From an optimization exercise on the open Yosys and OpenROAD flow, aimed at small area; shortcuts taken in it are not production practice. At most, simulation tests tie the RTL to the original design; equivalence was not proved. Only the layout flow was run in runs 1, 3 and 6; the RTL was not checked for function there. Power is estimated from default activity; no workload was simulated.

$ cat config.mk
export PLATFORM = sky130hd
export DESIGN_NAME = pcie_rx_dma_app
export DESIGN_NICKNAME = pcie_rx_dma_app
export VERILOG_FILES = /design/flow/design.v
export SDC_FILE = /design/flow/constraint.sdc
export NUM_CORES = 4
export LEC_CHECK = 0
export CAP_MARGIN = 20
export CORE_MARGIN = 2
export CORE_UTILIZATION = 40
export SLEW_MARGIN = 20
$ cat constraint.sdc
create_clock -name core_clock -period 5.0 [get_ports {trn_clk}]
set_input_delay 1.0000 -clock core_clock [delete_from_list [all_inputs] [get_ports {trn_clk}]]
set_output_delay 1.0000 -clock core_clock [all_outputs]
set_load 0.01 [all_outputs]
$ cat design.v
package pcie_app_pkg;
    localparam int BUF_AW = 10;                  
    typedef logic [63:0]       qword_t;          
    typedef logic [BUF_AW-1:0] buf_addr_t;       
    typedef logic [4:0]        qword_cnt_t;      
endpackage
`timescale 1ns/100ps
module pcie_rx_dma_app (
    input  logic                     trn_clk,
    input  logic                     rst_n,
    input  pcie_app_pkg::qword_t     trn_rd,
    input  logic [7:0]               trn_rrem,
    input  logic                     trn_rsof_n,
    input  logic                     trn_reof_n,
    input  logic                     trn_rsrc_rdy_n,
    input  logic [6:0]               trn_rbar_hit_n,
    output logic                     trn_rdst_rdy_n,
    output pcie_app_pkg::qword_t     trn_td,
    output logic [7:0]               trn_trem_n,
    output logic                     trn_tsof_n,
    output logic                     trn_teof_n,
    output logic                     trn_tsrc_rdy_n,
    output logic                     trn_tsrc_dsc_n,
    input  logic                     trn_tdst_rdy_n,
    input  logic [3:0]               trn_tbuf_av,
    input  logic [15:0]              cfg_command,
    input  logic [7:0]               cfg_bus_number,
    input  logic [4:0]               cfg_device_number,
    input  logic [2:0]               cfg_function_number,
    output logic                     cfg_interrupt_n,
    input  logic                     cfg_interrupt_rdy_n,
    input  logic                     rx_trigger_tlp,
    output logic                     rx_trigger_tlp_ack,
    input  pcie_app_pkg::qword_cnt_t rx_qwords_to_send,
    input  logic                     rx_change_huge_page,
    output logic                     rx_change_huge_page_ack,
    output logic                     rx_huge_page_status_1,
    output logic                     rx_huge_page_status_2,
    output pcie_app_pkg::buf_addr_t  rx_commited_rd_address,
    output pcie_app_pkg::buf_addr_t  rx_rd_addr,
    input  pcie_app_pkg::qword_t     rx_rd_data
);
    assign trn_rdst_rdy_n = 1'b0;                
    assign trn_tsrc_dsc_n = 1'b1;                
    assign trn_trem_n     = 8'h00;               
    logic armed;                                 
    logic data_hit;
    logic wr_lo1, wr_hi1, wr_lo2, wr_hi2, wr_int;
    always_ff @(posedge trn_clk) begin
        if (!rst_n) begin
            armed <= 1'b0;
        end else if (!trn_rsrc_rdy_n) begin
            armed <= !trn_rsof_n && trn_reof_n && (trn_rd[63:56] == 8'h40) &&
                     (trn_rd[41:32] == 10'd1) && !trn_rbar_hit_n[0];
        end
    end
    assign data_hit = rst_n && !trn_rsrc_rdy_n && armed && !trn_reof_n && (trn_rrem == 8'h00);
    assign wr_lo1   = data_hit && (trn_rd[36:32] == 5'h00);
    assign wr_hi1   = data_hit && (trn_rd[36:32] == 5'h04);
    assign wr_lo2   = data_hit && (trn_rd[36:32] == 5'h08);
    assign wr_hi2   = data_hit && (trn_rd[36:32] == 5'h0C);
    assign wr_int   = data_hit && (trn_rd[36:32] == 5'h10);
    logic [63:2] page1, page2;
    always_ff @(posedge trn_clk) begin
        if (wr_lo1) page1[31:2]  <= trn_rd[31:2];
        if (wr_hi1) page1[63:32] <= trn_rd[31:0];
        if (wr_lo2) page2[31:2]  <= trn_rd[31:2];
        if (wr_hi2) page2[63:32] <= trn_rd[31:0];
    end
    logic hi1_q, hi2_q;                          
    logic int_c;                                 
    logic int_en;
    logic ready1, ready2;
    logic freeing;                               
    logic cur_sel;                               
    always_ff @(posedge trn_clk) begin
        hi1_q  <= wr_hi1;
        hi2_q  <= wr_hi2;
        int_c  <= rst_n && (wr_int ? trn_rd[0] : int_c);
        int_en <= rst_n && int_c;
    end
    always_ff @(posedge trn_clk) begin
        if (!rst_n) begin
            ready1 <= 1'b0;
            ready2 <= 1'b0;
        end else begin
            if (hi1_q)                   ready1 <= 1'b1;
            else if (freeing && cur_sel) ready1 <= 1'b0;
            if (hi2_q)                    ready2 <= 1'b1;
            else if (freeing && !cur_sel) ready2 <= 1'b0;
        end
    end
    assign rx_huge_page_status_1 = ready1;
    assign rx_huge_page_status_2 = ready2;
    logic send;                                  
    logic h2;                                    
    logic h1;                                    
    logic dp;                                    
    logic irq;
    logic irqw;
    logic idle;
    logic take_chg;
    logic take_trig;
    logic out_vld;
    logic last;                                  
    logic out_free;
    logic rd_pend;
    logic skid_vld;
    logic avail;
    logic issue;
    logic tlp_done;
    pcie_app_pkg::qword_cnt_t  rd_left;
    logic [17:0]               page_off;         
    pcie_app_pkg::buf_addr_t   rd_addr;
    pcie_app_pkg::buf_addr_t   commit;
    pcie_app_pkg::qword_t      out_q;
    pcie_app_pkg::qword_t      skid_q;
    logic [63:2]               base;
    logic [63:3]               addr_sum;
    logic [17:0] page_off_inc;
    logic [9:0]  rd_addr_inc;
    logic [4:0]  rd_left_dec;
    logic [18:0] po_c;
    logic [10:0] ra_c;
    logic [5:0]  rl_b;
    assign po_c[0] = 1'b1;
    assign ra_c[0] = 1'b1;
    assign rl_b[0] = 1'b1;
    for (genvar i = 0; i < 18; i++) begin : g_po
        assign page_off_inc[i] = page_off[i] ^ po_c[i];
        assign po_c[i+1]       = page_off[i] & po_c[i];
    end
    for (genvar i = 0; i < 10; i++) begin : g_ra
        assign rd_addr_inc[i] = rd_addr[i] ^ ra_c[i];
        assign ra_c[i+1]      = rd_addr[i] & ra_c[i];
    end
    for (genvar i = 0; i < 5; i++) begin : g_rl
        assign rd_left_dec[i] = rd_left[i] ^ rl_b[i];
        assign rl_b[i+1]      = !rd_left[i] & rl_b[i];
    end
    assign idle      = !(send || h2 || h1 || dp || irq || irqw);
    assign take_chg  = idle && rx_change_huge_page;
    assign take_trig = idle && !rx_change_huge_page && rx_trigger_tlp &&
                       (cur_sel ? ready2 : ready1) && cfg_command[2] && (trn_tbuf_av != 4'd0);
    assign out_free  = !out_vld || !trn_tdst_rdy_n;
    assign avail     = skid_vld || rd_pend;      
    assign issue     = (rd_left != '0) && ((h1 && out_free) || (dp && (out_free || !avail)));
    assign tlp_done  = last && !trn_tdst_rdy_n;
    always_ff @(posedge trn_clk) begin
        if (!rst_n) begin
            send     <= 1'b0;
            h2       <= 1'b0;
            h1       <= 1'b0;
            dp       <= 1'b0;
            irq      <= 1'b0;
            irqw     <= 1'b0;
            freeing  <= 1'b0;
            cur_sel  <= 1'b0;
            page_off <= '0;
            rd_addr  <= '0;
            commit   <= '0;
            rd_pend  <= 1'b0;
            skid_vld <= 1'b0;
            out_vld  <= 1'b0;
            last     <= 1'b0;
        end else begin
            send    <= take_trig;
            h2      <= send;
            h1      <= h2 || (h1 && !out_free);
            dp      <= (h1 && out_free) || (dp && !tlp_done);
            irq     <= (take_chg && int_en) || (irq && cfg_interrupt_rdy_n);
            irqw    <= (take_chg && !int_en) || (irq && !cfg_interrupt_rdy_n);
            freeing <= take_chg;
            if (take_chg) begin
                cur_sel  <= !cur_sel;
                page_off <= '0;
            end else if (issue) begin
                page_off <= page_off_inc;
            end
            if (issue) rd_addr <= rd_addr_inc;
            if (tlp_done) commit <= rd_addr;
            rd_pend  <= issue;
            skid_vld <= avail && !out_free;
            if (out_free) begin
                out_vld <= h2 || h1 || (dp && avail);
                last    <= dp && avail && (rd_left == '0);
            end
        end
    end
    always_ff @(posedge trn_clk) begin
        if (take_trig) begin
            rd_left <= rx_qwords_to_send;
        end else if (issue) begin
            rd_left <= rd_left_dec;
        end
    end
    assign base     = cur_sel ? page2 : page1;
    logic [63:3] cy;
    assign cy[3] = 1'b0;
    for (genvar i = 3; i < 21; i++) begin : g_lo
        assign addr_sum[i] = base[i] ^ page_off[i-3] ^ cy[i];
        assign cy[i+1]     = (base[i] & page_off[i-3]) | (cy[i] & (base[i] ^ page_off[i-3]));
    end
    for (genvar i = 21; i < 64; i++) begin : g_hi
        assign addr_sum[i] = base[i] ^ cy[i];
        if (i < 63) begin : g_c
            assign cy[i+1] = base[i] & cy[i];
        end
    end
    always_ff @(posedge trn_clk) begin
        if (rd_pend && !out_free) begin
            skid_q <= rx_rd_data;
        end else if (!(take_trig || send || h2 || h1 || skid_vld)) begin
            skid_q <= {addr_sum, base[2], 2'b00};
        end
        if (out_free) begin
            if (h2) begin
                out_q <= {8'h60, 14'd0, 4'd0, rd_left, 1'b0,
                          cfg_bus_number, cfg_device_number, cfg_function_number,
                          8'h00, 8'hFF};
            end else if (h1 || skid_vld) begin
                out_q <= skid_q;
            end else begin
                out_q <= rx_rd_data;
            end
        end
    end
    assign trn_td                  = out_q;
    assign trn_tsrc_rdy_n          = !out_vld;
    assign trn_tsof_n              = !h1;
    assign trn_teof_n              = !last;
    assign rx_trigger_tlp_ack      = tlp_done;
    assign rx_change_huge_page_ack = irqw;
    assign cfg_interrupt_n         = !irq;
    assign rx_commited_rd_address  = commit;
    assign rx_rd_addr              = rd_addr;
endmodule
$ cat flow/run.sh
#!/bin/bash
# Standard synthesis and layout, with the port buffers as the smallest buffer
# cell and no dummy clock loads in CTS. Each step's full log is kept under
# orfs/logs; make's own output goes to flow_synth.log and flow_layout.log.
set -euo pipefail
bash standard.sh synth > flow_synth.log 2>&1
bash standard.sh finish \
    "BUFFER_PORTS_ARGS=-buffer_cell sky130_fd_sc_hd__buf_1" \
    "CTS_ARGS=-sink_clustering_enable -repair_clock_nets -dont_use_dummy_load" \
    > flow_layout.log 2>&1
$ cat standard.sh
#!/bin/bash
# synth_recipe.tcl (not shown) runs the flow's synth.tcl, then flattens the netlist and writes it again
# the make line also repeats each setting of config.mk as NAME=value (left out here)
make -C /OpenROAD-flow-scripts/flow DESIGN_CONFIG=/design/flow/config.mk WORK_HOME=/design/flow/orfs CLKGATE_MAP_FILE= SYNTH_SCRIPT=/design/flow/synth_recipe.tcl "${@:-finish}"
==> flow_summary.json, run 1 <==
{
  "outcome": "failed layout checks",
  "so_faults": "negative setup slack",
  "finalSetupViolCount": 50,
  "hold_path_end": "ready2$_SDFFE_PN0P_",
  "ir_worst_vdd_uv": 175,
  "clock_skew_ns": 0.0371,
  "cts_buffers": 36,
  "synth.avg_cell_area_um2": 14.3,
  "setup-tns-final_ns": -256.30,
  "clk_pin_slew_ns": 0.05,
  "p_leak_nw": 6.19,
  "grt_start_max_net_pins": 82,
  "hold_slack_ns": 0.442,
  "ys_warn_count": 1,
  "grt_setup_unrepaired": "true",
  "maxCapViolations": 0,
  "fmax_mhz": 71.8,
  "drive_above_1_share_pct": 22.2,
  "dp_cells": 1659,
  "min-delay-start": "hi2_q$_DFF_P_",
  "cts_sinks": 314,
  "drv_slew": 0,
  "drt_pass1_iterations": 4,
  "tightest_slew_ns": 1.04,
  "hold_depth": 2,
  "final_common_cell": "edfxtp_1",
  "grt_pass1_wl_mm": 47.1,
  "timing.final.hold_violations": 0,
  "cts_setup_buffers": 0,
  "drc_errors": 0,
  "ys_seq_area_share_pct": 64.0,
  "period_minus_slack_ns": 13.93,
  "start_kind": "flip-flop",
  "nets": 1522,
  "cpMostUsedCell": "ha_4",
  "drt_iter0_drc": 408,
  "powerDensity_nw_per_um2": 316,
  "min_period_over_period_pct": 279,
  "final_cell_mix": "257 x edfxtp_1, 249 x buf_1, 133 x nand2_1, 68 x mux2_2, 55 x dfxtp_1",
  "yosysUniqueCellTypes": 44,
  "fillCellCount": 2995,
  "async_flop_share_pct": 0,
  "gp_congestion": 0.797,
  "cp.required_ns": 5.25,
  "slew_headroom_pct": 30.8,
  "cp-end-kind": "flip-flop",
  "rows": 68,
  "die_area_um2": 36100,
  "drt_wl_total_mm": 30.7,
  "viasPerCell": 4.93,
  "cp_top_family": "adder cells",
  "portBuffers": 249,
  "grt_pass1_vias": 8489,
  "crit_arrival_ns": 14.17,
  "clk_latency_ns": 0.51,
  "power_w": 0.00542,
  "yosys_register_bits": 314,
  "postCtsHoldBufs": 0,
  "grt_remaining_overflow": 0,
  "cts_root_buf": "clkbuf_16",
  "syn-cell-area_um2": 13900,
  "critPathMaxStageDelay_ns": 0.36,
  "coreArea_um2": 34300,
  "start_util_pct": 40.4,
  "wl_per_cell_um": 18.1,
  "crit_fanout": 4,
  "vias": 8366,
  "grt_use_total_pct": 16.9,
  "r2r_cells": 65,
  "area_delta_synth_final_pct": 23.7,
  "antenna_found_initial": 3,
  "ff2ff_setup_slack_ns": -8.93,
  "fin_ws_ns": -8.93,
  "die_h_um": 190,
  "worstSetupPathType": "reg2reg",
  "synth_flop_cell": "edfxtp_1",
  "ios": 295,
  "reg2reg_to": "skid_q[63]$_DFFE_PP_",
  "r2r_start": "cur_sel$_SDFFE_PN0P_",
  "ant_nets": 0,
  "cts-htree-levels": 2,
  "min-delay-path-class": "reg2reg",
  "worst-path-buf-inv": 2,
  "final_cells": 1696,
  "synth_edf_count": 257,
  "chipWidth_um": 190,
  "cts_tree": "yes",
  "crit_slowest_cell": "dfxtp_4",
  "hpwl_mm": 20.7,
  "cts.path.max_buffers": 3,
  "syn_inst": 969
}
## per-layer routing
metal,track usage [%],part of all wire [%],vias up
li1,-,-,4045
met1,22.0,44,4075
met2,28.8,49,199
met3,3.30,5.0,43
met4,4.74,1.9,4
met5,0,0.088,-
## cells by family after synthesis
family	count (synthesis)	share of synthesized area, %
AND/OR/NAND/NOR	228	7.51
other	2	0.0542
flip-flops	314	64.0
multiplexers	174	13.7
AO/OA/AOI/OAI	83	3.22
XOR/XNOR	5	0.316
adder cells (fa/ha/maj)	87	8.78
buffers and inverters	76	2.45
## registers in the layout, indices dropped and copies added (netlist names), 5 cells and up
register  count
commit       10
out_q        64
page1        62
page2        62
page_off     18
rd_addr      10
rd_left       5
skid_q       64
## stage by stage
stage	cell area, um2	setup WS (ns)	utilization (%)
floorplan	14700	-8.72	-
global placement	16200	-8.86	47.3
detailed placement	16200	-8.96	47.3
CTS	17100	-8.99	50.0
global route	17100	-9.27	50.0
finish	17100	-8.93	50.0
## tightest hold or removal path, cell delays in order, from the launching register on
cell and delay, ns:
dfxtp_1 0.30, a21oi_1 0.04, nor2_1 0.07
## report_power, final
| part | total (W) | internal (W) | switching (W) | leakage [nW] |
|---|---|---|---|---|
| registers | 0.00290 | 0.00289 | 0.0000181 | 2.98 |
| clock network | 0.00219 | 0.00126 | 0.000927 | 0.444 |
| logic | 0.000323 | 0.000154 | 0.000169 | 2.77 |
| total | 0.00542 | 0.00430 | 0.00111 | 6.19 |
## cells in the mapped netlist, drive strengths merged (3+ instances only)
| library cell | count | area [um2] |
|---|---|---|
| mux2i | 53 | 531 |
| edfxtp | 257 | 7720 |
| mux2 | 121 | 1370 |
| nor3 | 5 | 25.0 |
| nand3 | 3 | 15.0 |
| ha | 70 | 876 |
| a21oi | 49 | 245 |
| nand3b | 13 | 97.6 |
| o21ai | 23 | 115 |
| clkbuf | 32 | 121 |
| dfxtp | 57 | 1140 |
| inv | 20 | 75.1 |
| and2 | 6 | 37.5 |
| xnor2 | 3 | 26.3 |
| nor4 | 9 | 92.6 |
| nand2b | 3 | 18.8 |
| nor2 | 43 | 164 |
| fa | 17 | 340 |
| nand2 | 135 | 509 |
| buf | 24 | 143 |
| nand4 | 4 | 25.0 |
## how the worst max path moves through the flow
stage | start | end | slack [ns] | cells after the start
CTS | cur_sel$_SDFFE_PN0P_ | skid_q[63]$_DFFE_PP_ | -8.99 | 65
detailed placement | cur_sel$_SDFFE_PN0P_ | skid_q[63]$_DFFE_PP_ | -8.96 | 65
finish | cur_sel$_SDFFE_PN0P_ | skid_q[63]$_DFFE_PP_ | -8.93 | 65
global placement | cur_sel$_SDFFE_PN0P_ | skid_q[63]$_DFFE_PP_ | -8.86 | 65
global route | cur_sel$_SDFFE_PN0P_ | skid_q[63]$_DFFE_PP_ | -9.27 | 65
floorplan | cur_sel$_SDFFE_PN0P_ | skid_q[63]$_DFFE_PP_ | -8.72 | 67
## timing repair
item                                    CTS  global route
endpoints found under the setup margin   50            51
pin swaps                                 0             1
hold endpoints to repair                  0             0
cloned                                    0             0
gates resized for setup                   7             2
## area by class of cell
| type | count | area (um2) | share of cell area [%] |
|---|---|---|---|
| Antenna cell | 1 | 2.50 | 0.0146 |
| Clock buffer | 36 | 901 | 5.26 |
| Inverter | 20 | 75.1 | 0.438 |
| Multi-Input combinational cell | 587 | 5540 | 32.3 |
| Sequential cell | 314 | 8870 | 51.7 |
| Tap cell | 455 | 569 | 3.32 |
| Timing Repair Buffer | 283 | 1190 | 6.94 |
==> run 2, diff against run 1 <==
--- a/design.v
+++ b/design.v
@@ -119,23 +119,2 @@
     logic [63:3]               addr_sum;
-    logic [17:0] page_off_inc;
-    logic [9:0]  rd_addr_inc;
-    logic [4:0]  rd_left_dec;
-    logic [18:0] po_c;
-    logic [10:0] ra_c;
-    logic [5:0]  rl_b;
-    assign po_c[0] = 1'b1;
-    assign ra_c[0] = 1'b1;
-    assign rl_b[0] = 1'b1;
-    for (genvar i = 0; i < 18; i++) begin : g_po
-        assign page_off_inc[i] = page_off[i] ^ po_c[i];
-        assign po_c[i+1]       = page_off[i] & po_c[i];
-    end
-    for (genvar i = 0; i < 10; i++) begin : g_ra
-        assign rd_addr_inc[i] = rd_addr[i] ^ ra_c[i];
-        assign ra_c[i+1]      = rd_addr[i] & ra_c[i];
-    end
-    for (genvar i = 0; i < 5; i++) begin : g_rl
-        assign rd_left_dec[i] = rd_left[i] ^ rl_b[i];
-        assign rl_b[i+1]      = !rd_left[i] & rl_b[i];
-    end
     assign idle      = !(send || h2 || h1 || dp || irq || irqw);
@@ -177,5 +156,5 @@
             end else if (issue) begin
-                page_off <= page_off_inc;
+                page_off <= page_off + 1'b1;
             end
-            if (issue) rd_addr <= rd_addr_inc;
+            if (issue) rd_addr <= rd_addr + 1'b1;
             if (tlp_done) commit <= rd_addr;
@@ -193,3 +172,3 @@
         end else if (issue) begin
-            rd_left <= rd_left_dec;
+            rd_left <= rd_left - 1'b1;
         end
@@ -197,14 +176,3 @@
     assign base     = cur_sel ? page2 : page1;
-    logic [63:3] cy;
-    assign cy[3] = 1'b0;
-    for (genvar i = 3; i < 21; i++) begin : g_lo
-        assign addr_sum[i] = base[i] ^ page_off[i-3] ^ cy[i];
-        assign cy[i+1]     = (base[i] & page_off[i-3]) | (cy[i] & (base[i] ^ page_off[i-3]));
-    end
-    for (genvar i = 21; i < 64; i++) begin : g_hi
-        assign addr_sum[i] = base[i] ^ cy[i];
-        if (i < 63) begin : g_c
-            assign cy[i+1] = base[i] & cy[i];
-        end
-    end
+    assign addr_sum = base[63:3] + {43'd0, page_off};
     always_ff @(posedge trn_clk) begin
==> run.sh (new file) <==
#!/bin/bash
# synth_recipe.tcl (not shown) runs the flow's synth.tcl, then flattens the netlist and writes it again
# the make line also repeats each setting of config.mk as NAME=value (left out here)
make -C /OpenROAD-flow-scripts/flow DESIGN_CONFIG=/design/flow/config.mk WORK_HOME=/design/flow/orfs CLKGATE_MAP_FILE= SYNTH_SCRIPT=/design/flow/synth_recipe.tcl finish
removed: flow/run.sh
removed: standard.sh
==> run 2 against run 1 <==
Effect of this change: the run now finishes clean; utilization up 1.3 points; synthesized cell count up 42%; sequential share of layout area down 5.8 points; clock skew down 0.020 ns; die area up 9.8%; area after synthesis up 10%; design area up 12%; fmax rose to 3.5 times the previous value; worst hold slack better by 0.013 ns; first-iteration DRC count up 140%; critical endpoint is now skid_q[60]$_DFFE_PP_; highest routed layer is now met4.
==> flow_summary.json, run 2 <==
{
  "grt_start_max_net_pins": 88,
  "antenna_found_initial": 3,
  "cp_top_family": "simple AND/OR/NAND/NOR gates",
  "async_flop_share_pct": 0,
  "crit_slowest_cell": "buf_4",
  "gp_congestion": 0.867,
  "crit_fanout": 87,
  "ir_worst_vdd_uv": 181,
  "yosysMostFrequentCell": "edfxtp_1",
  "wl_per_cell_um": 20.3,
  "worstSetupPathType": "reg2reg",
  "dp_slack_ns": 1.03,
  "synth_edf_count": 257,
  "maxCapViolations": 0,
  "cts_buffers": 35,
  "fillCellCount": 3385,
  "finalSetupViolCount": 0,
  "p_clk_share_pct": 41.9,
  "multi_input_area_um2": 5980,
  "critPathMaxStageDelay_ns": 0.77,
  "yosysUniqueCellTypes": 77,
  "fmax_mhz": 250,
  "use_met3_pct": 3.65,
  "ys_top_cells_by_count": "257 x edfxtp_1, 238 x nand2_1, 110 x a21oi_1",
  "top_regs": "out_q: 64 flops, skid_q: 64 flops",
  "clock_skew_ns": 0.0169,
  "nets": 1826,
  "die_area_um2": 39700,
  "ys_seq_area_share_pct": 58.1,
  "path_cells": "buf_4, mux2i_1, a211oi_2, nand3_2, or4_4, nor4b_4, xor2_1, o21ai_1",
  "clk_pin_slew_ns": 0.06,
  "grt-busiest-layer": "met1",
  "worstSetupStartpoint": "cur_sel$_SDFFE_PN0P_",
  "drive_above_1_share_pct": 7.58,
  "start_kind": "flip-flop",
  "grt_setup_unrepaired": "false",
  "cp-end-kind": "flip-flop",
  "min-delay-path-class": "reg2reg",
  "start_util_pct": 40.5,
  "powerDensity_nw_per_um2": 305,
  "postCtsHoldBufs": 0,
  "final_common_cell": "edfxtp_1",
  "cts.path.max_buffers": 3,
  "vias": 11447,
  "p_sw_share_pct": 21.9,
  "area_delta_synth_final_pct": 26.6,
  "ant_nets": 0,
  "outcome": "finished clean",
  "cts_tree": "yes",
  "use_met2_pct": 32.2,
  "synth.avg_cell_area_um2": 11.1,
  "min_period_over_period_pct": 79.9,
  "hpwl_mm": 31.9,
  "synth_top_area_share_pct": 50.7,
  "seq_power_share_pct": 49.6,
  "cts-resized-gates": 0,
  "drt_pass1_iterations": 5,
  "worst-path-buf-inv": 1,
  "p_int_w": 0.00459,
  "p_leak_nw": 6.90,
  "synth_top_cell_by_area": "edfxtp_1",
  "synth_flop_cell": "edfxtp_1",
  "rows": 71,
  "cts-htree-levels": 2,
  "die_h_um": 199,
  "final_cell_mix": "257 x edfxtp_1, 249 x clkdlybuf4s50_1, 236 x nand2_1, 110 x a21oi_1, 94 x nor2_1",
  "grt_use_met1_pct": 33.5,
  "yosys_register_bits": 314,
  "coreArea_um2": 37600,
  "regArea_um2": 8860,
  "crit_arrival_ns": 4.24,
  "hold_slack_ns": 0.455,
  "period_minus_slack_ns": 3.99,
  "chipWidth_um": 199,
  "drt_iter0_drc": 996,
  "setup-tns-final_ns": 0,
  "cts_root_buf": "clkbuf_16",
  "grt_remaining_overflow": 0,
  "min-delay-start": "hi2_q$_DFF_P_",
  "grt_pass1_vias": 10722,
  "grt_pass1_wl_mm": 65.3,
  "drc_errors": 0,
  "syn_inst": 1377,
  "drt_wl_total_mm": 43.7,
  "viasPerCell": 5.33,
  "slew_headroom_pct": 31.1,
  "fin_util_pct": 51.3,
  "synth_area_leaders": "edfxtp_1 51%, dfxtp_1 7.5%, nand2_1 5.9%",
  "clk_latency_ns": 0.53,
  "ys_warn_count": 1,
  "timing.final.hold_violations": 0,
  "drv_slew": 0,
  "tightest_slew_ns": 1.03,
  "p_comb_share_pct": 8.4,
  "grt_use_total_pct": 21.9,
  "fin_ws_ns": 1.01,
  "cts_setup_buffers": 0,
  "cts_sinks": 314,
  "cp.required_ns": 5.25,
  "portBuffers": 249,
  "r2r_start": "cur_sel$_SDFFE_PN0P_",
  "syn-cell-area_um2": 15200,
  "ios": 295,
  "netSwitchingPower_w": 0.00129
}
[run 2: cell families after synthesis]
group                    share of synthesized area (%)
AO/OA/AOI/OAI                                     10.6
other                                           0.0493
AND/OR/NAND/NOR                                   17.3
XOR/XNOR                                          3.56
buffers and inverters                             2.97
adder cells (fa/ha/maj)                           1.94
flip-flops                                        58.1
multiplexers                                      5.44
[run 2: final timing paths]
check	depth (start not counted)	end	slack, ns
worst max-delay path	8	skid_q[60]$_DFFE_PP_	1.01
worst min-delay path	2	ready2$_SDFFE_PN0P_	0.45
worst max register to register	8	skid_q[60]$_DFFE_PP_	1.01
worst min register to register	2	ready2$_SDFFE_PN0P_	0.45
[run 2: per-stage QoR]
| step | cell area, um2 | instances | power [W] |
|---|---|---|---|
| after global placement | 18200 | 2084 | 0.00346 |
| after CTS | 19300 | 2147 | 0.00594 |
| after global routing | 19300 | 2148 | 0.00609 |
| after detailed placement | 18200 | 2084 | 0.00346 |
| after floorplan | 15300 | 1385 | 0.00319 |
| final | 19300 | 2149 | 0.00588 |
[run 2: power by group through the flow]
stage                     clock, W  combinational (W)  sequential (W)
after floorplan                  0           0.000217         0.00297
after global placement           0           0.000486         0.00297
after detailed placement         0           0.000491         0.00297
after CTS                  0.00252           0.000495         0.00292
after global routing       0.00263           0.000533         0.00292
final                      0.00246           0.000496         0.00292
[run 2: metal layers]
layer / up-vias / wire [um]
met5: - / 0
met4: 0 / 794
met3: 45 / 3270
met2: 389 / 18800
met1: 5491 / 20900
li1: 5522 / -
[run 2: final cells by class]
type,instances,area share (%)
timing repair buffer,264,13.6
antenna,2,0.0260
clock buffer,48,4.96
multi-input combinational,973,31.0
clock inverter,15,0.688
inverter,22,0.428
tap,511,3.32
sequential,314,46.0
[run 2: tightest hold or removal path: stages, from the launching register on]
cell     delay, ns
dfxtp_1       0.31
a21oi_1       0.04
nor2_1        0.07
==> run 3, diff against run 2 <==
--- a/design.v
+++ b/design.v
@@ -118,3 +118,23 @@
     logic [63:2]               base;
-    logic [63:3]               addr_sum;
+    logic [17:0] page_off_inc;
+    logic [9:0]  rd_addr_inc;
+    logic [4:0]  rd_left_dec;
+    logic [18:0] po_c;
+    logic [10:0] ra_c;
+    logic [5:0]  rl_b;
+    assign po_c[0] = 1'b1;
+    assign ra_c[0] = 1'b1;
+    assign rl_b[0] = 1'b1;
+    for (genvar i = 0; i < 18; i++) begin : g_po
+        assign page_off_inc[i] = page_off[i] ^ po_c[i];
+        assign po_c[i+1]       = page_off[i] & po_c[i];
+    end
+    for (genvar i = 0; i < 10; i++) begin : g_ra
+        assign rd_addr_inc[i] = rd_addr[i] ^ ra_c[i];
+        assign ra_c[i+1]      = rd_addr[i] & ra_c[i];
+    end
+    for (genvar i = 0; i < 5; i++) begin : g_rl
+        assign rd_left_dec[i] = rd_left[i] ^ rl_b[i];
+        assign rl_b[i+1]      = !rd_left[i] & rl_b[i];
+    end
     assign idle      = !(send || h2 || h1 || dp || irq || irqw);
@@ -156,5 +176,5 @@
             end else if (issue) begin
-                page_off <= page_off + 1'b1;
+                page_off <= page_off_inc;
             end
-            if (issue) rd_addr <= rd_addr + 1'b1;
+            if (issue) rd_addr <= rd_addr_inc;
             if (tlp_done) commit <= rd_addr;
@@ -172,3 +192,3 @@
         end else if (issue) begin
-            rd_left <= rd_left - 1'b1;
+            rd_left <= rd_left_dec;
         end
@@ -176,3 +196,36 @@
     assign base     = cur_sel ? page2 : page1;
-    assign addr_sum = base[63:3] + {43'd0, page_off};
+    logic [20:3] sum_lo;
+    logic [3:0]  cb;                             
+    assign cb[0] = 1'b0;
+    for (genvar k = 0; k < 3; k++) begin : g_blk
+        logic [6:0] c0, c1;
+        logic [5:0] s0, s1;
+        assign c0[0] = 1'b0;
+        assign c1[0] = 1'b1;
+        for (genvar j = 0; j < 6; j++) begin : g_bit
+            localparam int I = 3 + 6 * k + j;
+            assign s0[j]   = base[I] ^ page_off[I-3] ^ c0[j];
+            assign c0[j+1] = (base[I] & page_off[I-3]) | (c0[j] & (base[I] ^ page_off[I-3]));
+            assign s1[j]   = base[I] ^ page_off[I-3] ^ c1[j];
+            assign c1[j+1] = (base[I] & page_off[I-3]) | (c1[j] & (base[I] ^ page_off[I-3]));
+        end
+        assign sum_lo[3+6*k +: 6] = cb[k] ? s1 : s0;
+        assign cb[k+1]            = cb[k] ? c1[6] : c0[6];
+    end
+    logic        hi_cin;
+    logic [63:21] hi_inc;
+    logic [5:0]  hb_ao;                          
+    logic [5:0]  hb_cin;
+    assign hi_cin = h1 && skid_q[0];
+    for (genvar k = 0; k < 6; k++) begin : g_hb
+        localparam int W = (k == 5) ? 3 : 8;
+        logic [W:0] c;
+        assign hb_ao[k]  = &skid_q[21+8*k +: W];
+        assign hb_cin[k] = (k == 0) ? hi_cin : (hb_cin[k-1] && hb_ao[k-1]);
+        assign c[0] = hb_cin[k];
+        for (genvar j = 0; j < W; j++) begin : g_bit
+            assign hi_inc[21+8*k+j] = skid_q[21+8*k+j] ^ c[j];
+            assign c[j+1]           = skid_q[21+8*k+j] & c[j];
+        end
+    end
     always_ff @(posedge trn_clk) begin
@@ -181,3 +234,3 @@
         end else if (!(take_trig || send || h2 || h1 || skid_vld)) begin
-            skid_q <= {addr_sum, base[2], 2'b00};
+            skid_q <= {base[63:21], sum_lo, base[2], 1'b0, cb[3]};
         end
@@ -189,3 +242,3 @@
             end else if (h1 || skid_vld) begin
-                out_q <= skid_q;
+                out_q <= {hi_inc, skid_q[20:1], skid_q[0] && !h1};
             end else begin
==> flow/run.sh (new file) <==
#!/bin/bash
# Standard synthesis and layout, with the port buffers as the smallest buffer
# cell and no dummy clock loads in CTS. Each step's full log is kept under
# orfs/logs; make's own output goes to flow_synth.log and flow_layout.log.
set -euo pipefail
bash standard.sh synth > flow_synth.log 2>&1
bash standard.sh finish \
    "BUFFER_PORTS_ARGS=-buffer_cell sky130_fd_sc_hd__buf_1" \
    "CTS_ARGS=-sink_clustering_enable -repair_clock_nets -dont_use_dummy_load" \
    > flow_layout.log 2>&1
==> standard.sh (new file) <==
#!/bin/bash
# synth_recipe.tcl (not shown) runs the flow's synth.tcl, then flattens the netlist and writes it again
# the make line also repeats each setting of config.mk as NAME=value (left out here)
make -C /OpenROAD-flow-scripts/flow DESIGN_CONFIG=/design/flow/config.mk WORK_HOME=/design/flow/orfs CLKGATE_MAP_FILE= SYNTH_SCRIPT=/design/flow/synth_recipe.tcl "${@:-finish}"
removed: run.sh
==> run 3 against run 2 <==
Effect of this change: wire length is 24% lower; sequential share of layout area is 8.6 points higher; final cell count is 16% lower; flip-flop and latch count stayed put; largest cell class unchanged; total power is 9.1% lower; critical endpoint is now skid_q[20]$_DFFE_PP_; via count is 22% lower; combinational power is 43% lower; now fails the layout checks on negative setup slack.
==> flow_summary.json, run 3 <==
{
  "crit_arrival_ns": 6.73,
  "drt_pass1_iterations": 5,
  "ff2ff_setup_slack_ns": -1.37,
  "fmax_mhz": 157,
  "drt_wl_total_mm": 33.2,
  "synth_top_area_share_pct": 55.7,
  "die_h_um": 190,
  "place_area_um2": 15400,
  "drv_slew": 0,
  "area_delta_synth_final_pct": 17.4,
  "nets": 1616,
  "cts_sinks": 314,
  "hold_path_end": "int_en$_DFF_P_",
  "cp.required_ns": 5.36,
  "ys_top_cells_by_count": "257 x edfxtp_1, 208 x nand2_1, 96 x mux2i_1",
  "r2r_start": "cur_sel$_SDFFE_PN0P_",
  "grt_start_max_net_pins": 89,
  "gp_congestion": 0.834,
  "worstSetupStartpoint": "cur_sel$_SDFFE_PN0P_",
  "drive_above_1_share_pct": 8.23,
  "ir_worst_vdd_uv": 195,
  "crit_fanout": 3,
  "cts_root_buf": "clkbuf_16",
  "min-delay-path-class": "reg2reg",
  "design_area_um2": 16300,
  "grt_use_total_pct": 18.1,
  "maxCapViolations": 0,
  "drc_errors": 0,
  "setup-tns-final_ns": -5.12,
  "final_cell_mix": "257 x edfxtp_1, 249 x buf_1, 207 x nand2_1, 96 x mux2i_1, 68 x ha_1",
  "syn-cell-area_um2": 13900,
  "dp_cells": 1757,
  "so_faults": "negative setup slack",
  "cts_buffers": 35,
  "fin_ws_ns": -1.37,
  "synth_area_leaders": "edfxtp_1 56%, dfxtp_1 8.2%, mux2i_1 6.9%",
  "synth_top_cell_by_area": "edfxtp_1",
  "synth_edf_count": 257,
  "coreArea_um2": 34300,
  "rows": 68,
  "cts_tree": "yes",
  "antenna_found_initial": 4,
  "final_cells": 1795,
  "yosysUniqueCellTypes": 44,
  "grt_remaining_overflow": 0,
  "hold_slack_ns": 0.441,
  "fillCellCount": 3106,
  "wl_per_cell_um": 18.5,
  "clock_skew_ns": 0.0304,
  "outcome": "failed layout checks",
  "slew_headroom_pct": 33.5,
  "synth_flop_cell": "edfxtp_1",
  "cts-htree-levels": 2,
  "portBuffers": 249,
  "yosys_register_bits": 314,
  "fin_util_pct": 47.4,
  "drt_iter0_drc": 415,
  "synth.avg_cell_area_um2": 12.7,
  "reg2reg_to": "skid_q[20]$_DFFE_PP_",
  "ys_warn_count": 1,
  "tightest_slew_ns": 0.997,
  "hpwl_mm": 22.5,
  "async_flop_share_pct": 0,
  "yosysMostFrequentCell": "edfxtp_1",
  "timing.final.hold_violations": 0,
  "hold_depth": 1,
  "ys_seq_area_share_pct": 63.9,
  "start_util_pct": 40.4,
  "grt_pass1_vias": 8831,
  "min-delay-start": "int_c$_DFF_P_",
  "min_period_over_period_pct": 127,
  "chipWidth_um": 190,
  "p_leak_nw": 5.80,
  "top_regs": "out_q: 64 flops, skid_q: 64 flops",
  "vias": 8918,
  "ant_nets": 0,
  "powerDensity_nw_per_um2": 329,
  "start_kind": "flip-flop",
  "r2r_cells": 25,
  "ios": 295,
  "clk_latency_ns": 0.51,
  "viasPerCell": 4.97,
  "grt_setup_unrepaired": "true",
  "die_area_um2": 36100,
  "final_common_cell": "edfxtp_1",
  "finalSetupViolCount": 6,
  "period_minus_slack_ns": 6.37,
  "grt_pass1_wl_mm": 50.2,
  "cp-end-kind": "flip-flop",
  "syn_inst": 1089,
  "cts.path.max_buffers": 3,
  "worstSetupPathType": "reg2reg",
  "clk_pin_slew_ns": 0.06
}
==> run 3: cell count changes after synthesis, moves of 28 or more <==
cell and delta:
xor2_1 -28, mux2i_1 +47, ha_1 +47, nor2_1 -39, nand2_1 -30, nand3_1 -29
a21oi_1 -56
==> run 3: repair_timing <==
action                                  CTS  global route
endpoints found under the hold margin     0             0
buffers inserted                          0             0
endpoints found under the setup margin    6             6
gates resized for setup                   2             1
hold buffers                              0             0
pin swaps                                 2             3
gates cloned                              0             0
==> run 3: kinds of logic after synthesis <==
logic type	count (synthesis)	share of synthesized area (%)
compound gates	140	5.36
xor+xnor	12	0.759
fa+ha+maj	84	8.40
buf+inv	94	2.96
flops	314	63.9
mux	110	8.13
other cells	2	0.0542
simple gates	333	10.4
==> run 3: cell type report <==
type / count / area (um2) / share of cell area [%]
clock buffer: 35 / 876 / 5.39
sequential: 314 / 8870 / 54.5
antenna: 3 / 7.51 / 0.0462
inverter: 28 / 105 / 0.646
multi-input combinational: 689 / 4740 / 29.1
tap: 455 / 569 / 3.50
timing repair buffer: 271 / 1100 / 6.76
==> run 3: routing by layer <==
layer | GRT usage [%] | share of wire, %
met1 | 24.5 | 46
met2 | 30.0 | 47
met5 | 0 | 0
met3 | 2.67 | 4.7
met4 | 6.05 | 2.2
==> run 3: worst max path at each step <==
stage,endpoint
4_1_cts,skid_q[20]$_DFFE_PP_
5_1_grt,skid_q[20]$_DFFE_PP_
2_1_floorplan,skid_q[20]$_DFFE_PP_
6_report,skid_q[20]$_DFFE_PP_
3_5_place_dp,skid_q[20]$_DFFE_PP_
3_3_place_gp,skid_q[20]$_DFFE_PP_
==> run 3: power by group <==
part	switching, W	internal, W	total, W
logic	0.000168	0.000115	0.000283
registers	0.0000285	0.00289	0.00292
clock network	0.000916	0.00123	0.00214
==> run 3: metrics by stage <==
stage / total power (W) / setup WS [ns]
2_1_floorplan: 0.00312 / -1.30
3_3_place_gp: 0.00325 / -1.32
3_5_place_dp: 0.00326 / -1.38
4_1_cts: 0.00540 / -1.40
5_1_grt: 0.00554 / -1.58
6_report: 0.00534 / -1.37
==> run 3: critical path: stages, from the launching register on <==
cell and delay [ns]:
dfxtp_4 0.36, mux2_4 0.31, ha_4 0.16, fa_2 0.35
fa_2 0.35, fa_2 0.34, fa_2 0.34, inv_2 0.07
fa_2 0.21, o21ai_2 0.07, fa_2 0.34, fa_2 0.35
fa_2 0.35, fa_2 0.34, inv_2 0.07, fa_2 0.23
o21ai_2 0.08, fa_2 0.35, fa_2 0.34, inv_2 0.06
fa_2 0.19, inv_2 0.04, fa_2 0.33, inv_2 0.07
fa_1 0.39, a21oi_2 0.12
==> run 4, diff against run 3 <==
--- a/design.v
+++ b/design.v
@@ -197,24 +197,22 @@
     logic [20:3] sum_lo;
-    logic [3:0]  cb;                             
+    logic [9:0]  ca, cb;
+    assign ca[0] = 1'b0;
     assign cb[0] = 1'b0;
-    for (genvar k = 0; k < 3; k++) begin : g_blk
-        logic [6:0] c0, c1;
-        logic [5:0] s0, s1;
-        assign c0[0] = 1'b0;
-        assign c1[0] = 1'b1;
-        for (genvar j = 0; j < 6; j++) begin : g_bit
-            localparam int I = 3 + 6 * k + j;
-            assign s0[j]   = base[I] ^ page_off[I-3] ^ c0[j];
-            assign c0[j+1] = (base[I] & page_off[I-3]) | (c0[j] & (base[I] ^ page_off[I-3]));
-            assign s1[j]   = base[I] ^ page_off[I-3] ^ c1[j];
-            assign c1[j+1] = (base[I] & page_off[I-3]) | (c1[j] & (base[I] ^ page_off[I-3]));
-        end
-        assign sum_lo[3+6*k +: 6] = cb[k] ? s1 : s0;
-        assign cb[k+1]            = cb[k] ? c1[6] : c0[6];
-    end
-    logic        hi_cin;
-    logic [63:21] hi_inc;
-    logic [5:0]  hb_ao;                          
-    logic [5:0]  hb_cin;
-    assign hi_cin = h1 && skid_q[0];
+    for (genvar j = 0; j < 9; j++) begin : g_lo
+        assign sum_lo[3+j]  = base[3+j] ^ page_off[j] ^ ca[j];
+        assign ca[j+1]      = (base[3+j] & page_off[j]) | (ca[j] & (base[3+j] ^ page_off[j]));
+        assign sum_lo[12+j] = base[12+j] ^ page_off[9+j] ^ cb[j];
+        assign cb[j+1]      = (base[12+j] & page_off[9+j]) | (cb[j] & (base[12+j] ^ page_off[9+j]));
+    end
+    logic [63:12] hi_inc;
+    logic [9:0]   mc;
+    logic         c21;
+    assign mc[0] = h1 && skid_q[0];
+    for (genvar j = 0; j < 9; j++) begin : g_mid
+        assign hi_inc[12+j] = skid_q[12+j] ^ mc[j];
+        assign mc[j+1]      = skid_q[12+j] & mc[j];
+    end
+    assign c21 = (h1 && skid_q[1]) || mc[9];
+    logic [5:0] hb_ao;                           
+    logic [5:0] hb_cin;
     for (genvar k = 0; k < 6; k++) begin : g_hb
@@ -223,3 +221,3 @@
         assign hb_ao[k]  = &skid_q[21+8*k +: W];
-        assign hb_cin[k] = (k == 0) ? hi_cin : (hb_cin[k-1] && hb_ao[k-1]);
+        assign hb_cin[k] = (k == 0) ? c21 : (hb_cin[k-1] && hb_ao[k-1]);
         assign c[0] = hb_cin[k];
@@ -234,3 +232,3 @@
         end else if (!(take_trig || send || h2 || h1 || skid_vld)) begin
-            skid_q <= {base[63:21], sum_lo, base[2], 1'b0, cb[3]};
+            skid_q <= {base[63:21], sum_lo, base[2], cb[9], ca[9]};
         end
@@ -242,3 +240,3 @@
             end else if (h1 || skid_vld) begin
-                out_q <= {hi_inc, skid_q[20:1], skid_q[0] && !h1};
+                out_q <= {hi_inc, skid_q[11:2], skid_q[1:0] & {2{!h1}}};
             end else begin
==> flow/run.sh (replaced) <==
#!/bin/bash
# Standard synthesis and layout, with the port buffers as the smallest buffer
# cell and a lighter clock tree. Each step's full log is kept under
# orfs/logs; make's own output goes to flow_synth.log and flow_layout.log.
set -euo pipefail
bash standard.sh synth > flow_synth.log 2>&1
bash standard.sh finish \
    "BUFFER_PORTS_ARGS=-buffer_cell sky130_fd_sc_hd__buf_1" \
    "CTS_ARGS=-sink_clustering_enable -repair_clock_nets -dont_use_dummy_load -buf_list sky130_fd_sc_hd__clkbuf_4" \
    > flow_layout.log 2>&1
==> run 4 against run 3 <==
Effect of this change: the run now finishes clean; largest power group unchanged; area after synthesis increased by 0.50%; die area increased by 0.48%; global-route usage increased by 0.56 points; critical path depth decreased by 1; sequential share of layout area increased by 0.81 points; fmax increased by 33%; critical endpoint is now out_q[44]$_SDFFCE_PP0N_; sequential power about the same; utilization decreased by 0.82 points; wire length increased by 2.1%; via count increased by 3.2%; register-to-register slack improved by 1.6 ns; count of clock-buffer cells in the layout increased by 48.
==> flow_summary.json, run 4 <==
{
  "worst-path-buf-inv": 2,
  "synth.avg_cell_area_um2": 12.8,
  "grt_pass1_wl_mm": 51.1,
  "cpMostUsedCell": "ha_1",
  "viasPerCell": 5.00,
  "start_kind": "flip-flop",
  "clk_latency_ns": 0.70,
  "yosysMostFrequentCell": "edfxtp_1",
  "die_h_um": 191,
  "outcome": "finished clean",
  "ff2ff_setup_slack_ns": 0.23,
  "drc_errors": 0,
  "cts_tree": "yes",
  "cp-end-kind": "flip-flop",
  "cp_top_family": "adder cells",
  "start_util_pct": 40.5,
  "drive_above_1_share_pct": 8.49,
  "ys_warn_count": 1,
  "ant_nets": 0,
  "reg2reg_to": "out_q[44]$_SDFFCE_PP0N_",
  "path_cells": "and2_1, ha_1, ha_1, ha_1, ha_2, ha_1, ha_1, ha_1, ha_1, ha_1, a21o_1, nor3b_1, nand2_1, buf_4, inv_1, ha_1, ha_1, ha_1, ha_1, ha_1, ha_1, ha_1, xnor2_1, a211oi_1",
  "die_area_um2": 36300,
  "synth_edf_count": 257,
  "cp-endpoint": "out_q[44]$_SDFFCE_PP0N_",
  "gp_congestion": 0.784,
  "p_clk_share_pct": 33.9,
  "grt_start_max_net_pins": 88,
  "synth_flop_cell": "edfxtp_1",
  "worstSetupPathType": "reg2reg",
  "period_minus_slack_ns": 4.77,
  "grt_use_total_pct": 18.7,
  "drt_pass1_iterations": 5,
  "p_sw_share_pct": 22.5,
  "ys_top_cells_by_count": "257 x edfxtp_1, 212 x nand2_1, 95 x mux2i_1",
  "cts_buffers": 83,
  "syn-cell-area_um2": 13900,
  "cts_root_buf": "clkbuf_4",
  "seq_power_share_pct": 60.3,
  "finalSetupViolCount": 0,
  "chipWidth_um": 191,
  "setup-tns-final_ns": 0,
  "rows": 68,
  "yosysUniqueCellTypes": 45,
  "crit_arrival_ns": 5.25,
  "fmax_mhz": 210,
  "clk_pin_slew_ns": 0.06,
  "ios": 295,
  "antenna_found_initial": 10,
  "dp_cells": 1750,
  "portBuffers": 249,
  "place_area_um2": 15400,
  "nets": 1664,
  "synth_area_leaders": "edfxtp_1 55%, dfxtp_1 8.2%, mux2i_1 6.8%",
  "slew_headroom_pct": 26.7,
  "final_common_cell": "edfxtp_1",
  "powerDensity_nw_per_um2": 302,
  "grt_setup_unrepaired": "false",
  "grt_pass1_vias": 9183,
  "crit_fanout": 4,
  "p_leak_nw": 5.84,
  "r2r_cells": 24,
  "top_regs": "out_q: 64 flops, skid_q: 64 flops",
  "vias": 9201,
  "worstSetupStartpoint": "skid_q[0]$_DFFE_PP_",
  "maxCapViolations": 0,
  "final_cells": 1839,
  "hpwl_mm": 23.7,
  "netSwitchingPower_w": 0.00109,
  "syn_inst": 1089,
  "crit_slowest_cell": "edfxtp_1",
  "ys_seq_area_share_pct": 63.6,
  "timing.final.hold_violations": 0,
  "yosys_register_bits": 314,
  "cp.required_ns": 5.48,
  "crit_cells": 24,
  "synth_top_area_share_pct": 55.4,
  "drt_iter0_drc": 491,
  "critPathMaxStageDelay_ns": 0.38,
  "min-delay-path-class": "reg2reg",
  "final_cell_mix": "257 x edfxtp_1, 249 x buf_1, 210 x nand2_1, 95 x mux2i_1, 83 x clkbuf_4",
  "design_area_um2": 16000,
  "cts-htree-levels": 3,
  "drv_slew": 0,
  "async_flop_share_pct": 0,
  "r2r_start": "skid_q[0]$_DFFE_PP_",
  "synth_top_cell_by_area": "edfxtp_1",
  "area_delta_synth_final_pct": 15.1,
  "wl_per_cell_um": 18.4,
  "min_period_over_period_pct": 95.4,
  "drt_wl_total_mm": 33.9,
  "cts_sinks": 314,
  "coreArea_um2": 34400,
  "p_int_w": 0.00375,
  "ir_worst_vdd_uv": 110,
  "clock_skew_ns": 0.0512,
  "tightest_slew_ns": 1.09,
  "cts_setup_buffers": 0,
  "grt_remaining_overflow": 0,
  "cts.path.max_buffers": 3,
  "p_comb_share_pct": 5.9,
  "hold_depth": 2
}
-- run 4: cell types whose count changed in the layout (fill, tap and decap cells not counted), moves of 3 or more --
cell | before | now
clkbuf_4 | 0 | 83
o21ai_0 | 67 | 0
o21ai_1 | 1 | 67
clkbuf_16 | 35 | 0
fa_1 | 1 | 16
fa_2 | 14 | 0
mux2_1 | 0 | 14
buf_4 | 22 | 11
mux2_2 | 11 | 0
ha_1 | 68 | 74
diode_2 | 3 | 6
nand2_1 | 207 | 210
-- run 4: how the worst min path moves through the flow --
| stage | start | endpoint | slack, ns |
|---|---|---|---|
| CTS | hi2_q$_DFF_P_ | ready2$_SDFFE_PN0P_ | 0.44 |
| finish | hi2_q$_DFF_P_ | ready2$_SDFFE_PN0P_ | 0.44 |
| global route | hi1_q$_DFF_P_ | ready1$_SDFFE_PN0P_ | 0.46 |
| detailed placement | hi1_q$_DFF_P_ | ready1$_SDFFE_PN0P_ | 0.43 |
| global placement | hi2_q$_DFF_P_ | ready2$_SDFFE_PN0P_ | 0.42 |
| floorplan | hi1_q$_DFF_P_ | ready1$_SDFFE_PN0P_ | 0.41 |
-- run 4: per-layer routing --
layer / wire length, um / vias to the layer above / global-route usage [%]
met5: 55 / - / 0
met4: 778 / 8 / 7.39
met3: 2150 / 66 / 5.26
met2: 15400 / 245 / 28.9
met1: 15500 / 4402 / 24.9
li1: - / 4480 / -
-- run 4: repair_timing --
item / 4_1_cts / 5_1_grt
hold buffers: 0 / 0
resized for setup: 0 / 1
setup endpoints to repair: 0 / 1
-- run 4: layout make-up --
type	instances	area [um2]
clock buffers	83	623
well taps	455	569
fillers	3272	18400
diodes	6	15.0
flip-flops and latches	314	8860
inverters	25	93.8
multi-input cells	693	4770
repair buffers	263	1080
-- run 4: kinds of logic after synthesis --
logic type | synth area share [%]
and+or+nand+nor | 10.3
xor gates and xnor gates | 0.629
muxes | 8.18
DFF | 63.6
adders and majority gates | 9.04
AOI/OAI and AO/OA | 5.36
other | 0.0539
buffers and inverters | 2.79
-- run 4: through the flow --
stage / hold WS (ns) / total power (W) / setup WS, ns / util (%)
after floorplan: 0.413 / 0.00312 / 0.308 / -
after global placement: 0.418 / 0.00325 / 0.218 / 44.7
after detailed placement: 0.426 / 0.00326 / 0.186 / 44.7
after CTS: 0.445 / 0.00492 / 0.134 / 46.5
after global routing: 0.460 / 0.00507 / 0.0243 / 46.6
final: 0.440 / 0.00484 / 0.228 / 46.6
-- run 4: power groups by stage --
stage,Clock [W],Sequential [W],Combinational (W)
2_1_floorplan,0,0.00298,0.000141
3_3_place_gp,0,0.00297,0.000283
3_5_place_dp,0,0.00297,0.000286
4_1_cts,0.00171,0.00292,0.000288
5_1_grt,0.00184,0.00292,0.000317
6_report,0.00164,0.00292,0.000284
-- run 4: worst min-delay path, cell delays in order (launching register included) --
cell     delay (ns)
dfxtp_1        0.30
a21oi_1        0.03
nor2_1         0.07
==> run 5, diff against run 4 <==
--- a/flow/run.sh
+++ b/flow/run.sh
@@ -8,3 +8,3 @@
     "BUFFER_PORTS_ARGS=-buffer_cell sky130_fd_sc_hd__buf_1" \
-    "CTS_ARGS=-sink_clustering_enable -repair_clock_nets -dont_use_dummy_load -buf_list sky130_fd_sc_hd__clkbuf_4" \
+    "CTS_ARGS=-sink_clustering_enable -repair_clock_nets -dont_use_dummy_load -buf_list sky130_fd_sc_hd__clkbuf_2" \
     > flow_layout.log 2>&1
==> run 5 against run 4 <==
Effect of this change: total power down 6.9%; via count down 0.77%; critical path depth unchanged; first-iteration DRC count up 6.7%; wire length about the same; flip-flop and latch count unchanged; worst hold slack worse by 0.064 ns; register-to-register slack worse by 0.04 ns; count of clock-buffer cells in the layout down 2; clock skew up 0.083 ns; clock power down about 20%; worst setup slack worse by 0.045 ns; critical endpoint unchanged; largest cell class unchanged.
==> flow_summary.json, run 5 <==
{
  "top_regs": "out_q: 64 flops, skid_q: 64 flops",
  "ir_worst_vdd_uv": 115,
  "drt_pass1_iterations": 4,
  "final_cell_mix": "257 x edfxtp_1, 249 x buf_1, 210 x nand2_1, 95 x mux2i_1, 81 x clkbuf_2",
  "async_flop_share_pct": 0,
  "syn-cell-area_um2": 13900,
  "clk_latency_ns": 0.88,
  "drt_iter0_drc": 524,
  "cts_sinks": 314,
  "ios": 295,
  "wl_per_cell_um": 18.5,
  "yosysMostFrequentCell": "edfxtp_1",
  "grt_use_total_pct": 18.8,
  "antenna_found_initial": 10,
  "viasPerCell": 4.97,
  "postCtsHoldBufs": 0,
  "p_sw_share_pct": 24.2,
  "synth_flop_cell": "edfxtp_1",
  "ant_nets": 0,
  "synth_top_cell_by_area": "edfxtp_1",
  "fmax_mhz": 208,
  "p_comb_share_pct": 6.3,
  "synth_edf_count": 257,
  "grt_setup_unrepaired": "false",
  "seq_power_share_pct": 64.6,
  "min_period_over_period_pct": 96.3,
  "ys_seq_area_share_pct": 63.6,
  "outcome": "finished clean",
  "syn_inst": 1089,
  "die_h_um": 191,
  "chipWidth_um": 191,
  "cp-end-kind": "flip-flop",
  "setup-tns-final_ns": 0,
  "worstSetupPathType": "reg2reg",
  "coreArea_um2": 34400,
  "tightest_slew_ns": 1.10,
  "area_delta_synth_final_pct": 13.5,
  "slew_headroom_pct": 25.9,
  "grt_remaining_overflow": 0,
  "powerDensity_nw_per_um2": 285,
  "portBuffers": 249,
  "drv_slew": 0,
  "netSwitchingPower_w": 0.00109,
  "die_area_um2": 36300,
  "clock_skew_ns": 0.134,
  "p_leak_nw": 5.80,
  "cts.path.max_buffers": 3,
  "clk_pin_slew_ns": 0.08,
  "min-delay-path-class": "in2reg",
  "yosysUniqueCellTypes": 45,
  "ys_top_cells_by_count": "257 x edfxtp_1, 212 x nand2_1, 95 x mux2i_1",
  "nets": 1662,
  "synth_top_area_share_pct": 55.4,
  "drt_wl_total_mm": 33.9,
  "cts-htree-levels": 3,
  "cts_setup_buffers": 0,
  "yosys_register_bits": 314,
  "gp_congestion": 0.784,
  "cts_buffers": 81,
  "cp.required_ns": 5.67,
  "p_int_w": 0.00342,
  "synth.avg_cell_area_um2": 12.8,
  "vias": 9130,
  "grt_pass1_vias": 9165,
  "ff2ff_setup_slack_ns": 0.18,
  "timing.final.hold_violations": 0,
  "cts_tree": "yes",
  "fin_util_pct": 46.0,
  "ys_warn_count": 1,
  "drc_errors": 0,
  "start_util_pct": 40.5,
  "maxCapViolations": 0,
  "final_common_cell": "edfxtp_1",
  "drive_above_1_share_pct": 8.28,
  "grt_start_max_net_pins": 88,
  "cts_root_buf": "clkbuf_2",
  "period_minus_slack_ns": 4.82,
  "crit_arrival_ns": 5.48,
  "cts-resized-gates": 0,
  "synth_area_leaders": "edfxtp_1 55%, dfxtp_1 8.2%, mux2i_1 6.8%",
  "start_kind": "flip-flop",
  "grt_pass1_wl_mm": 51.2,
  "rows": 68,
  "hpwl_mm": 23.7,
  "p_clk_share_pct": 29.1,
  "crit_fanout": 4,
  "finalSetupViolCount": 0
}
run 5: cell type report:
cell class / instances / area [um2]
fill: 3271 / 18600
sequential: 314 / 8860
multi-input combinational: 693 / 4770
timing repair buffer: 263 / 1080
tap: 455 / 569
clock buffer: 81 / 405
inverter: 25 / 93.8
antenna: 6 / 15.0
run 5: final timing paths:
kind / startpoint / endpoint / depth (start not counted)
max: skid_q[0]$_DFFE_PP_ / out_q[44]$_SDFFCE_PP0N_ / 24
min: trn_rd[1] / page2[33]$_DFFE_PP_ / 1
max reg2reg: skid_q[0]$_DFFE_PP_ / out_q[44]$_SDFFCE_PP0N_ / 24
min reg2reg: hi2_q$_DFF_P_ / ready2$_SDFFE_PN0P_ / 2
run 5: kinds of logic (layout without fill, tap and decap cells):
group | count (synthesis) | after routing | synth area share (%)
compound gates | 139 | 139 | 5.36
xor+xnor | 10 | 10 | 0.629
fa+ha+maj | 91 | 91 | 9.04
buf+inv | 90 | 369 | 2.79
flops | 314 | 314 | 63.6
mux | 111 | 111 | 8.18
other cells | 2 | 16 | 0.0539
simple gates | 332 | 332 | 10.3
run 5: critical path, cell delays in order (launching register included):
cell,delay [ns]
edfxtp_1,0.39
and2_1,0.20
ha_1,0.20
ha_1,0.19
ha_1,0.18
ha_1,0.23
ha_1,0.20
ha_1,0.18
ha_1,0.18
ha_1,0.18
ha_1,0.18
a21o_1,0.20
nor3b_1,0.17
nand2_1,0.06
buf_4,0.17
inv_1,0.06
ha_1,0.18
ha_1,0.18
ha_1,0.19
ha_1,0.20
ha_1,0.20
ha_1,0.18
ha_1,0.19
xnor2_1,0.12
a211oi_1,0.26
run 5: per-layer routing:
metal  global-route usage, %  share of wire [%]  vias to the layer above  routed length, um
li1                        -                  -                     4472                  -
met1                    25.2                 46                     4357              15700
met2                    28.8                 45                      235              15200
met3                    5.41                6.6                       58               2230
met4                    7.01                2.1                        8                725
met5                       0               0.16                        -                 55
run 5: power groups by stage:
stage	combinational (W)	clock (W)	sequential [W]
floorplan	0.000141	0	0.00298
global placement	0.000283	0	0.00297
detailed placement	0.000286	0	0.00297
CTS	0.000288	0.00138	0.00291
global route	0.000317	0.00150	0.00292
finish	0.000284	0.00131	0.00291
run 5: metrics by stage:
step	hold slack [ns]	setup WS, ns	instances	total power [W]	instance area (um2)
6_report	0.375	0.183	1837	0.00450	15800
4_1_cts	0.253	0.177	1831	0.00458	15800
3_3_place_gp	0.418	0.218	1749	0.00325	15300
5_1_grt	0.286	0.000269	1835	0.00474	15800
3_5_place_dp	0.426	0.186	1750	0.00326	15400
2_1_floorplan	0.413	0.308	1097	0.00312	14000
==> run 6, diff against run 5 <==
--- a/design.v
+++ b/design.v
@@ -228,19 +228,22 @@
     end
-    always_ff @(posedge trn_clk) begin
-        if (rd_pend && !out_free) begin
-            skid_q <= rx_rd_data;
-        end else if (!(take_trig || send || h2 || h1 || skid_vld)) begin
-            skid_q <= {base[63:21], sum_lo, base[2], cb[9], ca[9]};
-        end
-        if (out_free) begin
-            if (h2) begin
-                out_q <= {8'h60, 14'd0, 4'd0, rd_left, 1'b0,
-                          cfg_bus_number, cfg_device_number, cfg_function_number,
-                          8'h00, 8'hFF};
-            end else if (h1 || skid_vld) begin
-                out_q <= {hi_inc, skid_q[11:2], skid_q[1:0] & {2{!h1}}};
-            end else begin
-                out_q <= rx_rd_data;
-            end
-        end
+    logic        s_rd, s_trk, s_p1, s_p2, o_h0, o_sk, o_rd;
+    logic [63:0] skid_d, out_d, hdr0;
+    assign s_rd  = rd_pend && !out_free;
+    assign s_trk = !(take_trig || send || h2 || h1 || skid_vld);
+    assign s_p1  = !s_rd && !cur_sel;
+    assign s_p2  = !s_rd && cur_sel;
+    assign skid_d[63:21] = (rx_rd_data[63:21] & {43{s_rd}}) | (page1[63:21] & {43{s_p1}}) |
+                           (page2[63:21] & {43{s_p2}});
+    assign skid_d[20:0]  = s_rd ? rx_rd_data[20:0] : {sum_lo, base[2], cb[9], ca[9]};
+    assign hdr0  = {8'h60, 14'd0, 4'd0, rd_left, 1'b0,
+                    cfg_bus_number, cfg_device_number, cfg_function_number, 8'h00, 8'hFF};
+    assign o_h0  = h2;
+    assign o_sk  = !h2 && (h1 || skid_vld);
+    assign o_rd  = !h2 && !(h1 || skid_vld);
+    assign out_d = (hdr0 & {64{o_h0}}) |
+                   ({hi_inc, skid_q[11:2], skid_q[1:0] & {2{!h1}}} & {64{o_sk}}) |
+                   (rx_rd_data & {64{o_rd}});
+    always_ff @(posedge trn_clk) begin
+        if (s_rd || s_trk) skid_q <= skid_d;
+        if (out_free)      out_q  <= out_d;
     end
--- a/config.mk
+++ b/config.mk
@@ -9,3 +9,3 @@
 export CORE_MARGIN = 2
-export CORE_UTILIZATION = 40
+export CORE_UTILIZATION = 65
 export SLEW_MARGIN = 20
==> run 6 against run 5 <==
Effect of this change: clock power down 4%; area after synthesis down 0.93%; wire length down 11%; global-route usage up 8.5 points; fmax up 1.4%; flip-flop and latch count unchanged; worst hold slack worse by 0.0071 ns; critical path type unchanged; critical endpoint is now out_q[59]$_DFFE_PN_; largest cell class unchanged; largest power group unchanged.
==> flow_summary.json, run 6 <==
{
  "outcome": "finished clean",
  "worst-path-buf-inv": 0,
  "syn-cell-area_um2": 13800,
  "fillCellCount": 1468,
  "viasPerCell": 5.62,
  "start_kind": "flip-flop",
  "dp_slack_ns": 0.184,
  "slew_headroom_pct": 33.8,
  "yosys_register_bits": 314,
  "ff2ff_setup_slack_ns": 0.25,
  "crit_slowest_cell": "edfxtp_1",
  "ir_worst_vdd_uv": 209,
  "area_delta_synth_final_pct": 11.5,
  "vias": 8873,
  "setup-tns-final_ns": 0,
  "dp_cells": 1498,
  "drv_slew": 0,
  "multi_input_area_um2": 4630,
  "powerDensity_nw_per_um2": 289,
  "synth_flop_cell": "edfxtp_1",
  "async_flop_share_pct": 0,
  "cts.path.max_buffers": 3,
  "yosysMostFrequentCell": "edfxtp_1",
  "cts_root_buf": "clkbuf_2",
  "synth_top_area_share_pct": 56.0,
  "gp_congestion": 0.839,
  "drive_above_1_share_pct": 10.2,
  "nets": 1587,
  "rows": 53,
  "crit_fanout": 4,
  "fmax_mhz": 210,
  "grt_pass1_vias": 8817,
  "r2r_start": "skid_q[0]$_DFFE_PP_",
  "grt_setup_unrepaired": "false",
  "die_h_um": 150,
  "synth_edf_count": 257,
  "grt_start_max_net_pins": 102,
  "die_area_um2": 22400,
  "worstSetupPathType": "reg2reg",
  "finalSetupViolCount": 0,
  "start_util_pct": 65.8,
  "period_minus_slack_ns": 4.75,
  "timing.final.hold_violations": 0,
  "cts_tree": "yes",
  "clock_skew_ns": 0.0820,
  "clk_pin_slew_ns": 0.10,
  "critPathMaxStageDelay_ns": 0.39,
  "ant_nets": 0,
  "synth_top_cell_by_area": "edfxtp_1",
  "drt_wl_total_mm": 30.4,
  "drc_errors": 0,
  "cts-resized-gates": 0,
  "cts_buffers": 78,
  "grt_use_total_pct": 27.2,
  "reg2reg_to": "out_q[59]$_DFFE_PN_",
  "chipWidth_um": 150,
  "ys_warn_count": 1,
  "grt_pass1_wl_mm": 45.6,
  "cts-htree-levels": 3,
  "cpMostUsedCell": "ha_1",
  "top_regs": "out_q: 64 flops, skid_q: 64 flops",
  "cts_sinks": 314,
  "coreArea_um2": 21000,
  "cp-end-kind": "flip-flop",
  "grt_remaining_overflow": 0,
  "min-delay-path-class": "in2reg",
  "cts_setup_buffers": 0,
  "clk_latency_ns": 0.83,
  "hold_depth": 1,
  "portBuffers": 249,
  "syn_inst": 1007,
  "final_cells": 1578,
  "min-delay-start": "trn_rd[1]",
  "cp_top_family": "adder cells",
  "synth_area_leaders": "edfxtp_1 56%, dfxtp_1 8.3%, mux2i_1 7.0%",
  "ios": 295,
  "drt_pass1_iterations": 5,
  "synth.avg_cell_area_um2": 13.7,
  "maxCapViolations": 0,
  "fin_ws_ns": 0.247,
  "ys_top_cells_by_count": "257 x edfxtp_1, 138 x nand2_1, 97 x mux2i_1",
  "final_cell_mix": "257 x edfxtp_1, 249 x buf_1, 138 x nand2_1, 97 x mux2i_1, 78 x clkbuf_2",
  "path_cells": "and2_1, ha_1, ha_1, ha_1, ha_1, ha_1, ha_1, ha_1, ha_1, ha_1, a21o_1, nor3b_2, nand2_1, nor2_1, ha_1, ha_1, ha_1, ha_1, ha_1, ha_1, ha_1, a22o_1",
  "hpwl_mm": 20.6,
  "p_leak_nw": 6.00,
  "crit_arrival_ns": 5.32,
  "drt_iter0_drc": 496,
  "wl_per_cell_um": 19.2,
  "postCtsHoldBufs": 0,
  "ys_seq_area_share_pct": 64.2,
  "antenna_found_initial": 2,
  "final_common_cell": "edfxtp_1",
  "tightest_slew_ns": 0.993,
  "cp.required_ns": 5.57,
  "regArea_um2": 8860,
  "min_period_over_period_pct": 95.1,
  "r2r_cells": 22,
  "yosysUniqueCellTypes": 52,
  "hold_path_end": "page2[33]$_DFFE_PP_"
}
-- run 6: worst register-to-register path, stage by stage (launching register included) --
cell and delay (ns):
edfxtp_1 0.39, and2_1 0.17, ha_1 0.19, ha_1 0.19, ha_1 0.20, ha_1 0.20
ha_1 0.19, ha_1 0.18, ha_1 0.18, ha_1 0.18, ha_1 0.19, a21o_1 0.19
nor3b_2 0.17, nand2_1 0.23, nor2_1 0.09, ha_1 0.18, ha_1 0.19, ha_1 0.19
ha_1 0.19, ha_1 0.19, ha_1 0.18, ha_1 0.27, a22o_1 0.21
-- run 6: cells by family after synthesis --
logic type / after synthesis / synth area share [%]
AND/OR/NAND/NOR: 247 / 8.14
AO/OA/AOI/OAI: 144 / 6.49
multiplexers: 113 / 8.40
other: 2 / 0.0544
adder cells (fa/ha/maj): 91 / 9.13
flip-flops: 314 / 64.2
buffers and inverters: 84 / 2.81
XOR/XNOR: 12 / 0.762
-- run 6: area by class of cell --
class | instances | area share, %
Sequential cell | 314 | 57.6
Multi-Input combinational cell | 617 | 30.1
Timing Repair Buffer | 265 | 6.86
Clock buffer | 78 | 2.54
Tap cell | 275 | 2.24
Inverter | 27 | 0.659
Antenna cell | 2 | 0.0325
-- run 6: worst max-delay path by stage --
| stage | endpoint | startpoint | cells after the start | slack, ns |
|---|---|---|---|---|
| 5_1_grt | out_q[60]$_DFFE_PN_ | skid_q[0]$_DFFE_PP_ | 23 | 0.06 |
| 3_5_place_dp | out_q[59]$_DFFE_PN_ | skid_q[0]$_DFFE_PP_ | 22 | 0.18 |
| 2_1_floorplan | skid_q[0]$_DFFE_PP_ | trn_tbuf_av[1] | 3 | 0.16 |
| 6_report | out_q[59]$_DFFE_PN_ | skid_q[0]$_DFFE_PP_ | 22 | 0.25 |
| 4_1_cts | out_q[59]$_DFFE_PN_ | skid_q[0]$_DFFE_PP_ | 22 | 0.20 |
| 3_3_place_gp | out_q[43]$_DFFE_PN_ | skid_q[0]$_DFFE_PP_ | 22 | 0.31 |
-- run 6: per-layer routing --
layer / track usage, % / up-vias / wire length [um]
li1: - / 4270 / -
met1: 35.9 / 4262 / 12600
met2: 45.6 / 304 / 15100
met3: 5.43 / 37 / 2050
met4: 9.72 / 0 / 589
met5: 0 / - / 0
-- run 6: through the flow --
stage	total power (W)	area, um2	utilization [%]	hold slack, ns
after floorplan	0.00312	13800	-	0.413
after global placement	0.00324	15000	71.5	0.418
after detailed placement	0.00325	15000	71.5	0.431
after CTS	0.00449	15400	73.4	0.293
after global routing	0.00464	15400	73.4	0.308
final	0.00444	15400	73.4	0.368
-- run 6: where the power goes --
part | switching [W] | internal, W | total, W
clock network | 0.000850 | 0.000405 | 0.00126
logic | 0.000158 | 0.000118 | 0.000276
registers | 0.0000313 | 0.00288 | 0.00291
total | 0.00104 | 0.00340 | 0.00444

Setup slack of run 6, layout unchanged: 0.247 ns with ideal ports, 0.247 ns with driving cells assumed (clock clkbuf_16, inputs buf_2), 0.247 ns with port delays also shifted by the 0.831 ns mid clock arrival.
